What follows belongs to an exercise in optimizing a design on an open flow for small area; a production flow would make more cautious choices. Where RTL was checked, it was by simulation tests only, not by an equivalence proof against the original. Power and IR drop assume default switching activity.

==> job 7267: inputs <==
==> flow/design.v <==
package tiler_pkg;
  localparam ARRAY_WIDTH = 12;
endpackage
`timescale 1ns/100ps
module tiler_top (
  input  logic                      clk_int,
  input  logic                      rst_ni,
  input  logic                      clear_i,
  input  logic                      start_i,
  input  logic [53:0]               cfg_i,
  output logic                      ready_o,
  output logic                      valid_o,
  output logic [363:0]              result_o
);
  function automatic logic ge6(input logic [5:0] x, input logic [5:0] k);
    ge6 = 1'b1;
    for (int i = 0; i < 6; i++) begin
      ge6 = k[i] ? (x[i] & ge6) : (x[i] | ge6);
    end
  endfunction
  function automatic logic [1:0] inc3(input logic [1:0] r);
    inc3 = {r[0], ~r[1] & ~r[0]};
  endfunction
  function automatic logic [1:0] dec3(input logic [1:0] r);
    dec3 = {~r[1] & ~r[0], r[1]};
  endfunction
  logic       busy_q, valid_q, last;
  logic [5:0] t_q;
  logic       load, ph1, ph2, ph_xw, ph_acc, ph_rot;
  assign load   = start_i & ~busy_q;
  logic ge15, ge28, ge44, ge53, ge55;
  assign ge15   = ge6(t_q, 6'd15);
  assign ge28   = ge6(t_q, 6'd28);
  assign ge44   = ge6(t_q, 6'd44);
  assign ge53   = ge6(t_q, 6'd53);
  assign ge55   = ge6(t_q, 6'd55);
  assign ph1    = busy_q & ~ge15;
  assign ph2    = busy_q & ge15 & ~ge28;
  assign ph_xw  = busy_q & ge28;
  assign ph_acc = ph_xw & ~ge53;
  assign ph_rot = ph_xw & ge53;
  assign last   = busy_q & (t_q == 6'd57);
  always_ff @(posedge clk_int or negedge rst_ni) begin
    if (!rst_ni) begin
      busy_q  <= 1'b0;
      valid_q <= 1'b0;
    end else if (clear_i) begin
      busy_q  <= 1'b0;
      valid_q <= 1'b0;
    end else begin
      valid_q <= last;
      if (load)      busy_q <= 1'b1;
      else if (last) busy_q <= 1'b0;
    end
  end
  always_ff @(posedge clk_int) begin
    t_q <= busy_q ? t_q + 6'd1 : 6'd0;
  end
  logic [15:0] n_q, k_q;
  logic [1:0]  m_lo_q;
  logic [2:0]  op_q;
  logic [1:0]  fmt_q;
  always_ff @(posedge clk_int) begin
    if (load) begin
      n_q    <= cfg_i[21:6];
      k_q    <= cfg_i[37:22];
      m_lo_q <= cfg_i[39:38];
      op_q   <= cfg_i[5:3];
      fmt_q  <= {cfg_i[2] | cfg_i[1], cfg_i[2] | cfg_i[0]};
    end
  end
  logic [14:0] u_q;
  logic [1:0]  r3_q;
  logic        u_lsb, m_lo_nz;
  logic        e_bit, s1_bit, cy1_q;
  logic        r_bit, y_bit, bw_q, a_bit, a_prev_q, cy2_q;
  logic [1:0]  r3_add;
  assign u_lsb   = u_q[0];
  assign m_lo_nz = |m_lo_q;
  assign e_bit  = (t_q == 6'd0) ? m_lo_nz : (t_q == 6'd1);
  assign s1_bit = u_lsb ^ e_bit ^ cy1_q;
  assign r3_add = ~s1_bit ? r3_q : (t_q[0] ? dec3(r3_q) : inc3(r3_q));
  assign r_bit = ((t_q == 6'd15) & r3_q[0]) | ((t_q == 6'd16) & r3_q[1]);
  assign y_bit = u_lsb ^ r_bit ^ bw_q;
  assign a_bit = y_bit ^ a_prev_q ^ cy2_q;
  always_ff @(posedge clk_int) begin
    if (load) begin
      u_q  <= {1'b0, cfg_i[53:40]};
      r3_q <= 2'd0;
    end else begin
      u_q <= {ph1 ? s1_bit : (ph2 ? a_bit : u_lsb), u_q[14:1]};
      if (ph1) r3_q <= r3_add;
    end
    cy1_q    <= ph1 & ((u_lsb & e_bit) | (cy1_q & (u_lsb | e_bit)));
    bw_q     <= ph2 & ((~u_lsb & (r_bit | bw_q)) | (r_bit & bw_q));
    a_prev_q <= ph2 & a_bit;
    cy2_q    <= ph2 & ((a_bit & a_prev_q) | (cy2_q & (a_bit | a_prev_q)));
  end
  logic [12:0] a_iter, b_iter, c_iter;
  logic [13:0] d_iter;
  logic [3:0]  m_mod;
  logic        n_lo_nz;
  assign a_iter = u_q[14:2];
  assign n_lo_nz = |n_q[1:0];
  tiler_rca #(.W(13)) u_rca_b (.a({1'b0, k_q[15:4]}), .b(13'd0), .ci(|k_q[3:0]), .s(b_iter), .co());
  tiler_rca #(.W(13)) u_rca_c (.a({1'b0, n_q[15:4]}), .b(13'd0), .ci(|n_q[3:0]), .s(c_iter), .co());
  logic d_wrap;
  tiler_rca #(.W(14)) u_rca_d (.a(n_q[15:2]), .b(14'd0), .ci(n_lo_nz), .s(d_iter), .co(d_wrap));
  assign m_mod   = {m_lo_nz ? r3_q : inc3(r3_q), m_lo_q};
  logic [17:0] n3, k3;
  tiler_rca #(.W(18)) u_rca_n3 (.a({2'b0, n_q}), .b({1'b0, n_q, 1'b0}), .ci(1'b0), .s(n3), .co());
  tiler_rca #(.W(18)) u_rca_k3 (.a({2'b0, k_q}), .b({1'b0, k_q, 1'b0}), .ci(1'b0), .s(k3), .co());
  logic [2:0] slots;
  assign slots = {1'b0, n_q[3:2]} + {2'b0, n_lo_nz};
  logic [24:0] p_q;
  logic        e1_q, e2_q, zc_q, zbit;
  logic        abit;
  logic [12:0] p_sum;
  assign abit = ph2 & a_bit;
  tiler_rca #(.W(13)) u_rca_p (.a({1'b0, p_q[24:13]}), .b(b_iter & {13{abit}}),
                               .ci(1'b0), .s(p_sum), .co());
  always_ff @(posedge clk_int) begin
    p_q  <= {p_sum[12] | (ph_xw & e1_q), p_sum[11:0], p_q[12:1]};
    e1_q <= e2_q;
    e2_q <= ph_xw & ((ge44 & ~ge55) ? zbit : p_q[0]);
    zc_q <= ph_xw & ((p_q[0] & p_d_q) | (zc_q & (p_q[0] | p_d_q)));
  end
  logic        pbit;
  logic [37:0] x_q;
  logic [13:0] x_sum;
  assign pbit = ph_acc & p_q[0];
  assign zbit = p_q[0] ^ p_d_q ^ zc_q;
  tiler_rca #(.W(14)) u_rca_x (.a({1'b0, x_q[37:25]}), .b({1'b0, c_iter & {13{pbit}}}),
                               .ci(1'b0), .s(x_sum), .co());
  always_ff @(posedge clk_int) begin
    x_q <= {x_sum[13] | (ph_rot & x_q[0]), x_sum[12:0], x_q[24:1]};
  end
  logic [29:0] w_q;
  logic        x_d, p_d_q, wb_q;
  logic [1:0]  dd;
  logic        dp_bit, w_bit;
  assign x_d    = x_q[23];
  assign dd     = {d_iter[1] ^ d_iter[0], d_iter[0]};
  always_comb begin
    case (dd)
      2'd0:    dp_bit = 1'b0;
      2'd1:    dp_bit = pbit;
      2'd2:    dp_bit = p_d_q;
      default: dp_bit = zbit & ~ge55;
    endcase
  end
  assign w_bit  = x_d ^ dp_bit ^ wb_q;
  always_ff @(posedge clk_int) begin
    p_d_q <= pbit;
    wb_q  <= ph_xw & ((~x_d & (dp_bit | wb_q)) | (dp_bit & wb_q));
    w_q   <= {w_bit & ~d_wrap, w_q[29:1]};
  end
  logic [26:0] loop_v, lv;
  logic [26:0] p3;
  logic [31:0] x_v;
  assign loop_v = {e2_q, e1_q, p_q};
  for (genvar i = 0; i < 27; i++) begin : g_lv
    assign lv[i] = loop_v[(i + 24) % 27];
  end
  for (genvar i = 0; i < 32; i++) begin : g_xv
    assign x_v[i] = x_q[(i + 33) % 38];
  end
  tiler_rca #(.W(16)) u_rca_p3l (.a(lv[15:0]), .b({lv[14:0], 1'b0}),
                                 .ci(1'b0), .s(p3[15:0]), .co());
  assign p3[26:16] = lv[26:16];
  logic [4:0] s1_op;
  logic [2:0] s1_rnd, s2_rnd, cfmt;
  always_comb begin
    case (op_q[2:1])
      2'd0:    s1_op = 5'd0;
      2'd1:    s1_op = 5'd2;
      2'd2:    s1_op = 5'd3;
      default: s1_op = 5'd7;
    endcase
  end
  assign s1_rnd = {2'b0, op_q[2] & op_q[1]};
  assign s2_rnd = {2'b0, ~op_q[0] & (op_q[2] ^ op_q[1])};
  assign cfmt   = {fmt_q[1], ~fmt_q[1], fmt_q[0]};
  assign result_o = {
    3'd0, a_iter,                  
    3'd0, c_iter,                  
    d_iter, 2'd0,                  
    3'd0, b_iter,                  
    4'd0, m_mod,                   
    4'd0, n_q[3:0],                
    6'd0, n_q[1:0],                
    4'd0, k_q[3:0],                
    3'd0, slots, 2'd0,             
    15'd0, n_q, 1'b0,              
    11'd0, n3, 3'd0,               
    15'd0, k_q, 1'b0,              
    11'd0, k3, 3'd0,               
    s1_op,                         
    5'd7,                          
    s1_rnd,                        
    s2_rnd,                        
    cfmt,                          
    op_q != 3'd0,                  
    lv[15:0],                      
    x_v,                           
    w_q, 2'd0,                     
    3'd0, p3, 2'd0                 
  };
  assign ready_o = ~busy_q;
  assign valid_o = valid_q;
endmodule
module tiler_rca #(
  parameter int W = 8
) (
  input  logic [W-1:0] a,
  input  logic [W-1:0] b,
  input  logic         ci,
  output logic [W-1:0] s,
  output logic         co
);
  logic [W:0] c;
  assign c[0] = ci;
  for (genvar i = 0; i < W; i++) begin : g_bit
    assign {c[i+1], s[i]} = {1'b0, a[i]} + {1'b0, b[i]} + {1'b0, c[i]};
  end
  assign co = c[W];
endmodule
==> flow/flow/run.sh <==
#!/bin/bash
# The standard layout, with the smallest buffer on the ports, the constant
# outputs on a few shared tie cells (flow/tie_groups.tcl), and a small
# clock tree.
set -euo pipefail
export BUFFER_PORTS_ARGS="-buffer_cell sky130_fd_sc_hd__buf_1"
export SKIP_REPAIR_TIE_FANOUT=1
export POST_FLOORPLAN_TCL="$PWD/flow/tie_groups.tcl"
export CTS_ARGS="-sink_clustering_enable -repair_clock_nets -dont_use_dummy_load -buf_list sky130_fd_sc_hd__clkbuf_8 -root_buf sky130_fd_sc_hd__clkbuf_8 -sink_clustering_size 40 -sink_clustering_max_diameter 300 -sink_clustering_buffer sky130_fd_sc_hd__clkbuf_16"
bash standard.sh > standard_flow.log 2>&1
==> flow/flow/tie_groups.tcl <==
# Constant outputs: split the synthesis tie nets (one tie cell for all the
# constant-0 outputs and one for the constant-1 ones) into groups of a few
# ports, each driven by a tie cell of its own, so that no tie net has to run
# round the whole die. Run at the end of floorplan, before pin placement.
set tie_group_size 8
# Synthesis puts a buffer between a tie cell and each port it drives; drop
# those first so the tie nets reach the ports.
remove_buffers
set tie_block [ord::get_db_block]
set tie_master [[ord::get_db] findMaster sky130_fd_sc_hd__conb_1]
set tie_count 0
foreach tie_inst [$tie_block getInsts] {
  if { [[$tie_inst getMaster] getName] != "sky130_fd_sc_hd__conb_1" } {
    continue
  }
  foreach tie_pin {LO HI} {
    set tie_net [[$tie_inst findITerm $tie_pin] getNet]
    if { $tie_net == "NULL" || $tie_net == "" } {
      continue
    }
    set names {}
    foreach bt [$tie_net getBTerms] {
      lappend names [$bt getName]
    }
    set names [lsort -dictionary $names]
    set n [llength $names]
    for { set g $tie_group_size } { $g < $n } { incr g $tie_group_size } {
      set new_inst [odb::dbInst_create $tie_block $tie_master tie_group_$tie_count]
      set new_net [odb::dbNet_create $tie_block tie_group_net_$tie_count]
      [$new_inst findITerm $tie_pin] connect $new_net
      foreach name [lrange $names $g [expr { $g + $tie_group_size - 1 }]] {
        set bt [$tie_block findBTerm $name]
        $bt disconnect
        $bt connect $new_net
      }
      incr tie_count
    }
  }
}
puts "tie groups: $tie_count tie cells added, at most $tie_group_size ports each"
==> flow/standard.sh <==
#!/bin/bash
# synth_recipe.tcl (not shown) runs the flow's synth.tcl, then flattens the netlist and writes it again
# the make line also repeats each setting of config.mk as NAME=value (left out here)
make -C /OpenROAD-flow-scripts/flow DESIGN_CONFIG=/design/flow/config.mk WORK_HOME=/design/flow/orfs CLKGATE_MAP_FILE= SYNTH_SCRIPT=/design/flow/synth_recipe.tcl "${@:-finish}"
==> flow/config.mk <==
export PLATFORM = sky130hd
export DESIGN_NAME = tiler_top
export DESIGN_NICKNAME = tiler_top
export VERILOG_FILES = /design/flow/design.v
export SDC_FILE = /design/flow/constraint.sdc
export NUM_CORES = 4
export LEC_CHECK = 0
export CAP_MARGIN = 20
export CORE_MARGIN = 2
export CORE_UTILIZATION = 40
export SLEW_MARGIN = 20
==> flow/constraint.sdc <==
create_clock -name core_clock -period 10.0 [get_ports {clk_int}]
set_input_delay 2.0000 -clock core_clock [delete_from_list [all_inputs] [get_ports {clk_int}]]
set_output_delay 2.0000 -clock core_clock [all_outputs]
set_load 0.01 [all_outputs]
==> job 8097: changes against job 7267 <==
==> flow/design.v, changed modules only <==
module tiler_top (
  input  logic                      clk_int,
  input  logic                      rst_ni,
  input  logic                      clear_i,
  input  logic                      start_i,
  input  logic [53:0]               cfg_i,
  output logic                      ready_o,
  output logic                      valid_o,
  output logic [363:0]              result_o
);
  function automatic logic ge_const(input logic [12:0] x, input logic [12:0] k);
    ge_const = 1'b1;
    for (int i = 0; i < 13; i++) begin
      ge_const = k[i] ? (x[i] & ge_const) : (x[i] | ge_const);
    end
  endfunction
  function automatic logic ge6(input logic [5:0] x, input logic [5:0] k);
    ge6 = 1'b1;
    for (int i = 0; i < 6; i++) begin
      ge6 = k[i] ? (x[i] & ge6) : (x[i] | ge6);
    end
  endfunction
  function automatic logic [1:0] inc3(input logic [1:0] r);
    inc3 = {r[0], ~r[1] & ~r[0]};
  endfunction
  function automatic logic [1:0] dec3(input logic [1:0] r);
    dec3 = {~r[1] & ~r[0], r[1]};
  endfunction
  logic       busy_q, valid_q, last;
  logic [5:0] t_q;
  logic       load, ph1, ph2, ph_xw, ph_acc, ph_rot;
  assign load   = start_i & ~busy_q;
  logic ge15, ge28, ge53;
  assign ge15   = ge6(t_q, 6'd15);
  assign ge28   = ge6(t_q, 6'd28);
  assign ge53   = ge6(t_q, 6'd53);
  assign ph1    = busy_q & ~ge15;
  assign ph2    = busy_q & ge15 & ~ge28;
  assign ph_xw  = busy_q & ge28;
  assign ph_acc = ph_xw & ~ge53;
  assign ph_rot = ph_xw & ge53;
  assign last   = busy_q & (t_q == 6'd57);
  always_ff @(posedge clk_int or negedge rst_ni) begin
    if (!rst_ni) begin
      busy_q  <= 1'b0;
      valid_q <= 1'b0;
    end else if (clear_i) begin
      busy_q  <= 1'b0;
      valid_q <= 1'b0;
    end else begin
      valid_q <= last;
      if (load)      busy_q <= 1'b1;
      else if (last) busy_q <= 1'b0;
    end
  end
  always_ff @(posedge clk_int) begin
    t_q <= busy_q ? t_q + 6'd1 : 6'd0;
  end
  logic [15:0] n_q, k_q;
  logic [1:0]  m_lo_q;
  logic [2:0]  op_q;
  logic [1:0]  fmt_q;
  always_ff @(posedge clk_int) begin
    if (load) begin
      n_q    <= cfg_i[21:6];
      k_q    <= cfg_i[37:22];
      m_lo_q <= cfg_i[39:38];
      op_q   <= cfg_i[5:3];
      fmt_q  <= {cfg_i[2] | cfg_i[1], cfg_i[2] | cfg_i[0]};
    end
  end
  logic [14:0] u_q;
  logic [1:0]  r3_q;
  logic        u_lsb, m_lo_nz;
  logic        e_bit, s1_bit, cy1_q;
  logic        r_bit, y_bit, bw_q, a_bit, a_prev_q, cy2_q;
  logic [1:0]  r3_add;
  assign u_lsb   = u_q[0];
  assign m_lo_nz = |m_lo_q;
  assign e_bit  = (t_q == 6'd0) ? m_lo_nz : (t_q == 6'd1);
  assign s1_bit = u_lsb ^ e_bit ^ cy1_q;
  assign r3_add = ~s1_bit ? r3_q : (t_q[0] ? dec3(r3_q) : inc3(r3_q));
  assign r_bit = ((t_q == 6'd15) & r3_q[0]) | ((t_q == 6'd16) & r3_q[1]);
  assign y_bit = u_lsb ^ r_bit ^ bw_q;
  assign a_bit = y_bit ^ a_prev_q ^ cy2_q;
  always_ff @(posedge clk_int) begin
    if (load) begin
      u_q  <= {1'b0, cfg_i[53:40]};
      r3_q <= 2'd0;
    end else begin
      u_q <= {ph1 ? s1_bit : (ph2 ? a_bit : u_lsb), u_q[14:1]};
      if (ph1) r3_q <= r3_add;
    end
    cy1_q    <= ph1 & ((u_lsb & e_bit) | (cy1_q & (u_lsb | e_bit)));
    bw_q     <= ph2 & ((~u_lsb & (r_bit | bw_q)) | (r_bit & bw_q));
    a_prev_q <= ph2 & a_bit;
    cy2_q    <= ph2 & ((a_bit & a_prev_q) | (cy2_q & (a_bit | a_prev_q)));
  end
  logic [12:0] a_iter, b_iter, c_iter;
  logic [13:0] d_iter;
  logic [3:0]  m_mod;
  logic        n_lo_nz;
  assign a_iter = u_q[14:2];
  assign n_lo_nz = |n_q[1:0];
  tiler_rca #(.W(13)) u_rca_b (.a({1'b0, k_q[15:4]}), .b(13'd0), .ci(|k_q[3:0]), .s(b_iter), .co());
  tiler_rca #(.W(13)) u_rca_c (.a({1'b0, n_q[15:4]}), .b(13'd0), .ci(|n_q[3:0]), .s(c_iter), .co());
  logic d_wrap;
  tiler_rca #(.W(14)) u_rca_d (.a(n_q[15:2]), .b(14'd0), .ci(n_lo_nz), .s(d_iter), .co(d_wrap));
  assign m_mod   = {m_lo_nz ? r3_q : inc3(r3_q), m_lo_q};
  logic [17:0] n3, k3;
  tiler_rca #(.W(18)) u_rca_n3 (.a({2'b0, n_q}), .b({1'b0, n_q, 1'b0}), .ci(1'b0), .s(n3), .co());
  tiler_rca #(.W(18)) u_rca_k3 (.a({2'b0, k_q}), .b({1'b0, k_q, 1'b0}), .ci(1'b0), .s(k3), .co());
  logic [2:0] slots;
  assign slots = {1'b0, n_q[3:2]} + {2'b0, n_lo_nz};
  logic [24:0] p_q;
  logic        abit;
  logic [12:0] p_sum;
  assign abit = ph2 & a_bit;
  tiler_rca #(.W(13)) u_rca_p (.a({1'b0, p_q[24:13]}), .b(b_iter & {13{abit}}),
                               .ci(1'b0), .s(p_sum), .co());
  always_ff @(posedge clk_int) begin
    p_q <= {p_sum[12] | (ph_xw & p_q[0]), p_sum[11:0], p_q[12:1]};
  end
  logic        pbit;
  logic [37:0] x_q;
  logic [13:0] x_sum;
  assign pbit = ph_acc & p_q[0];
  tiler_rca #(.W(14)) u_rca_x (.a({1'b0, x_q[37:25]}), .b({1'b0, c_iter & {13{pbit}}}),
                               .ci(1'b0), .s(x_sum), .co());
  always_ff @(posedge clk_int) begin
    x_q <= {x_sum[13] | (ph_rot & x_q[0]), x_sum[12:0], x_q[24:1]};
  end
  logic [29:0] w_q;
  logic        x_d, p_d_q, dc_q, wb_q;
  logic        d0, d1, dp_bit, dc_next, w_bit;
  assign x_d     = x_q[23];
  assign d0      = d_iter[0];
  assign d1      = d_iter[1] ^ d_iter[0];
  assign dp_bit  = (d0 & pbit) ^ (d1 & p_d_q) ^ dc_q;
  assign dc_next = ((d0 & pbit) & (d1 & p_d_q)) | (dc_q & ((d0 & pbit) | (d1 & p_d_q)));
  assign w_bit   = x_d ^ dp_bit ^ wb_q;
  always_ff @(posedge clk_int) begin
    p_d_q <= pbit;
    dc_q  <= ph_xw & dc_next;
    wb_q  <= ph_xw & ((~x_d & (dp_bit | wb_q)) | (dp_bit & wb_q));
    w_q   <= {w_bit & ~d_wrap, w_q[29:1]};
  end
  logic [26:0] p3;
  logic        c3;
  logic [24:0] p_v;
  logic [31:0] x_v;
  for (genvar i = 0; i < 25; i++) begin : g_pv
    assign p_v[i] = p_q[(i + 20) % 25];
  end
  for (genvar i = 0; i < 32; i++) begin : g_xv
    assign x_v[i] = x_q[(i + 33) % 38];
  end
  assign c3 = p_v[12] ? ge_const(p_v[12:0], 13'd5462) : ge_const(p_v[12:0], 13'd2731);
  tiler_rca #(.W(13)) u_rca_p3l (.a(p_v[12:0]), .b({p_v[11:0], 1'b0}),
                                 .ci(1'b0), .s(p3[12:0]), .co());
  tiler_rca #(.W(14)) u_rca_p3h (.a({2'b0, p_v[24:13]}), .b({1'b0, p_v[24:12]}),
                                 .ci(c3), .s(p3[26:13]), .co());
  logic [4:0] s1_op;
  logic [2:0] s1_rnd, s2_rnd, cfmt;
  always_comb begin
    case (op_q[2:1])
      2'd0:    s1_op = 5'd0;
      2'd1:    s1_op = 5'd2;
      2'd2:    s1_op = 5'd3;
      default: s1_op = 5'd7;
    endcase
  end
  assign s1_rnd = {2'b0, op_q[2] & op_q[1]};
  assign s2_rnd = {2'b0, ~op_q[0] & (op_q[2] ^ op_q[1])};
  assign cfmt   = {fmt_q[1], ~fmt_q[1], fmt_q[0]};
  assign result_o = {
    3'd0, a_iter,                  
    3'd0, c_iter,                  
    d_iter, 2'd0,                  
    3'd0, b_iter,                  
    4'd0, m_mod,                   
    4'd0, n_q[3:0],                
    6'd0, n_q[1:0],                
    4'd0, k_q[3:0],                
    3'd0, slots, 2'd0,             
    15'd0, n_q, 1'b0,              
    11'd0, n3, 3'd0,               
    15'd0, k_q, 1'b0,              
    11'd0, k3, 3'd0,               
    s1_op,                         
    5'd7,                          
    s1_rnd,                        
    s2_rnd,                        
    cfmt,                          
    op_q != 3'd0,                  
    p_v[15:0],                     
    x_v,                           
    w_q, 2'd0,                     
    3'd0, p3, 2'd0                 
  };
  assign ready_o = ~busy_q;
  assign valid_o = valid_q;
endmodule
==> flow/flow/run.sh (replaced) <==
#!/bin/bash
# The standard layout, with the smallest buffer on the ports, the constant
# outputs left on the synthesis tie cells, and a small clock tree.
set -euo pipefail
export BUFFER_PORTS_ARGS="-buffer_cell sky130_fd_sc_hd__buf_1"
export SKIP_REPAIR_TIE_FANOUT=1
export CTS_ARGS="-sink_clustering_enable -repair_clock_nets -dont_use_dummy_load -buf_list sky130_fd_sc_hd__clkbuf_8 -root_buf sky130_fd_sc_hd__clkbuf_8 -sink_clustering_size 40 -sink_clustering_max_diameter 300 -sink_clustering_buffer sky130_fd_sc_hd__clkbuf_16"
bash standard.sh > standard_flow.log 2>&1
removed: flow/flow/tie_groups.tcl
==> job 7043: changes against job 7267 <==
--- a/flow/design.v
+++ b/flow/design.v
@@ -28,10 +28,9 @@
   logic [5:0] t_q;
   logic       load, ph1, ph2, ph_xw, ph_acc, ph_rot;
   assign load   = start_i & ~busy_q;
-  logic ge15, ge28, ge44, ge53, ge55;
+  logic ge15, ge28, ge53, ge55;
   assign ge15   = ge6(t_q, 6'd15);
   assign ge28   = ge6(t_q, 6'd28);
-  assign ge44   = ge6(t_q, 6'd44);
   assign ge53   = ge6(t_q, 6'd53);
   assign ge55   = ge6(t_q, 6'd55);
   assign ph1    = busy_q & ~ge15;
@@ -122,7 +121,7 @@
   always_ff @(posedge clk_int) begin
     p_q  <= {p_sum[12] | (ph_xw & e1_q), p_sum[11:0], p_q[12:1]};
     e1_q <= e2_q;
-    e2_q <= ph_xw & ((ge44 & ~ge55) ? zbit : p_q[0]);
+    e2_q <= ph_xw & (ge55 ? p_q[0] : zbit);
     zc_q <= ph_xw & ((p_q[0] & p_d_q) | (zc_q & (p_q[0] | p_d_q)));
   end
   logic        pbit;
@@ -155,19 +154,24 @@
     wb_q  <= ph_xw & ((~x_d & (dp_bit | wb_q)) | (dp_bit & wb_q));
     w_q   <= {w_bit & ~d_wrap, w_q[29:1]};
   end
-  logic [26:0] loop_v, lv;
-  logic [26:0] p3;
+  logic [26:0] loop_v, p3;
   logic [31:0] x_v;
   assign loop_v = {e2_q, e1_q, p_q};
-  for (genvar i = 0; i < 27; i++) begin : g_lv
-    assign lv[i] = loop_v[(i + 24) % 27];
+  for (genvar i = 0; i < 27; i++) begin : g_p3
+    assign p3[i] = loop_v[(i + 24) % 27];
   end
   for (genvar i = 0; i < 32; i++) begin : g_xv
     assign x_v[i] = x_q[(i + 33) % 38];
   end
-  tiler_rca #(.W(16)) u_rca_p3l (.a(lv[15:0]), .b({lv[14:0], 1'b0}),
-                                 .ci(1'b0), .s(p3[15:0]), .co());
-  assign p3[26:16] = lv[26:16];
+  logic [15:0] p_lo, p_lo_n;
+  logic [16:0] pc;
+  assign pc[0] = 1'b0;
+  for (genvar i = 0; i < 16; i++) begin : g_plo
+    logic prev;
+    assign prev = (i == 0) ? 1'b0 : p_lo[i-1];
+    assign {pc[i+1], p_lo_n[i]} = {1'b0, ~p3[i]} + {1'b0, prev} + {1'b0, pc[i]};
+    assign p_lo[i] = ~p_lo_n[i];
+  end
   logic [4:0] s1_op;
   logic [2:0] s1_rnd, s2_rnd, cfmt;
   always_comb begin
@@ -201,7 +205,7 @@
     s2_rnd,                        
     cfmt,                          
     op_q != 3'd0,                  
-    lv[15:0],                      
+    p_lo,                          
     x_v,                           
     w_q, 2'd0,                     
     3'd0, p3, 2'd0                 
--- a/flow/flow/tie_groups.tcl
+++ b/flow/flow/tie_groups.tcl
@@ -3,9 +3,6 @@
 # ports, each driven by a tie cell of its own, so that no tie net has to run
 # round the whole die. Run at the end of floorplan, before pin placement.
 set tie_group_size 8
-# Synthesis puts a buffer between a tie cell and each port it drives; drop
-# those first so the tie nets reach the ports.
-remove_buffers
 set tie_block [ord::get_db_block]
 set tie_master [[ord::get_db] findMaster sky130_fd_sc_hd__conb_1]
 set tie_count 0
==> flow_summary.html <==
<table>
<tr><th>Metric</th><th>Value</th></tr>
<tr><th colspan="2">Power and ir drop</th></tr>
<tr><td>Internal power component</td><td>930 uW</td></tr>
<tr><td>P_sw</td><td>362 uW</td></tr>
<tr><td>Clk network pwr share</td><td>0.281</td></tr>
<tr><th colspan="2">Timing</th></tr>
<tr><td>Worst slew margin relative to its limit</td><td>0.533</td></tr>
<tr><td>Setup repair after global routing missed its margin</td><td>no</td></tr>
<tr><th colspan="2">Status</th></tr>
<tr><td>Run status</td><td>no timing/DRC/antenna violations</td></tr>
<tr><th colspan="2">Layout</th></tr>
<tr><td>Post-route cell area</td><td>8720 sq um</td></tr>
<tr><td>Share of cell area taken by flip-flops and latches</td><td>0.427</td></tr>
<tr><td>Synthesis-to-layout area growth</td><td>6.79%</td></tr>
<tr><th colspan="2">Setup path</th></tr>
<tr><td>Instance count on the critical path</td><td>19</td></tr>
<tr><th colspan="2">Synthesis</th></tr>
<tr><td>Seq/Total Area, Yosys</td><td>0.456</td></tr>
<tr><td>Share of the synthesized area in compound gates (AO/OA/AOI/OAI)</td><td>0.0291</td></tr>
<tr><td>Area share of the largest cell type after synthesis</td><td>0.306</td></tr>
</table>
[end of results for job 7267]
==> flow_summary.html <==
<table>
<tr><th>Metric</th><th>Value</th></tr>
<tr><th colspan="2">Status</th></tr>
<tr><td>Run status</td><td>no timing/DRC/antenna violations</td></tr>
<tr><th colspan="2">Power and ir drop</th></tr>
<tr><td>P_sw</td><td>about 350 uW</td></tr>
<tr><td>Clk network pwr share</td><td>0.280</td></tr>
<tr><td>Internal power component</td><td>roughly 900 uW</td></tr>
<tr><td>Pleak</td><td>3.62 nW</td></tr>
<tr><th colspan="2">Layout</th></tr>
<tr><td>Synthesis-to-layout area growth</td><td>5.43%</td></tr>
<tr><td>Share of cell area taken by flip-flops and latches</td><td>0.422</td></tr>
<tr><td>Post-route cell area</td><td>8730 sq um</td></tr>
<tr><th colspan="2">Setup path</th></tr>
<tr><td>Max stage delay cell, worst path</td><td>sky130_fd_sc_hd__edfxtp_1</td></tr>
<tr><th colspan="2">Synthesis</th></tr>
<tr><td>Seq/Total Area, Yosys</td><td>0.445</td></tr>
<tr><td>Share of the synthesized area in compound gates (AO/OA/AOI/OAI)</td><td>0.0210</td></tr>
<tr><td>Cell area after synthesis</td><td>8280 sq um</td></tr>
<tr><td>Area share of the largest cell type after synthesis</td><td>0.298</td></tr>
<tr><td>Count of warnings emitted by yosys</td><td>1</td></tr>
<tr><th colspan="2">Timing</th></tr>
<tr><td>Setup repair after global routing missed its margin</td><td>no</td></tr>
<tr><td>Worst slew margin relative to its limit</td><td>0.441</td></tr>
<tr><th colspan="2">Clock network</th></tr>
<tr><td>Root Buffer</td><td>sky130_fd_sc_hd__clkbuf_8</td></tr>
</table>
[end of results for job 8097]
==> flow_summary.html <==
<table>
<tr><th>Metric</th><th>Value</th></tr>
<tr><th colspan="2">Layout</th></tr>
<tr><td>Synthesis-to-layout area growth</td><td>10.4%</td></tr>
<tr><td>Post-route cell area</td><td>~9000 sq um</td></tr>
<tr><td>Share of cell area taken by flip-flops and latches</td><td>0.414</td></tr>
<tr><th colspan="2">Setup path</th></tr>
<tr><td>Instance count on the critical path</td><td>47</td></tr>
<tr><th colspan="2">Timing</th></tr>
<tr><td>Worst slew margin relative to its limit</td><td>0.447</td></tr>
<tr><td>Post-layout worst setup margin</td><td>-0.786 ns</td></tr>
<tr><td>Number of setup violations in the final report</td><td>3</td></tr>
<tr><th colspan="2">Power and ir drop</th></tr>
<tr><td>Clk network pwr share</td><td>0.281</td></tr>
<tr><td>Internal power component</td><td>930 uW</td></tr>
<tr><th colspan="2">Status</th></tr>
<tr><td>Run status</td><td>failed layout checks</td></tr>
<tr><td>SO Viols</td><td>setup timing</td></tr>
<tr><th colspan="2">Synthesis</th></tr>
<tr><td>Seq/Total Area, Yosys</td><td>0.456</td></tr>
</table>
[end of results for job 7043]
No functional check of the RTL was part of job 8097 and job 7043.

[port drivers added, routing unchanged]
The flow's constraints put no driver on any port. The routed layouts listed below were extracted and timed again, unchanged, in two steps. Step 1: set_driving_cell puts a clkbuf_16 on clk_int and a buf_2 on each other input, an assumption about the parent block. Step 2 times the ports against the registers' clock, not the clock port: input delays grow and output delays shrink by t, the midpoint of the rising clock arrivals with the driver on. a / b / c = ideal / step 1 / step 2; a / b = the first two.
| run | shift t [ns] | setup slack, ns | latest minus earliest clock arrival (ns) | slew at the worst register clock pin (ns) |
|---|---|---|---|---|
| job 7267 | 0.462 | 1.129 / 1.090 / 1.552 | 0.044 / 0.044 | 0.11 / 0.11 |
| job 8097 | 0.461 | 1.092 / 1.050 / 1.511 | 0.041 / 0.040 | 0.10 / 0.10 |
| job 7043 | 0.466 | -0.786 / -0.820 / -0.354 | 0.036 / 0.036 | 0.10 / 0.10 |
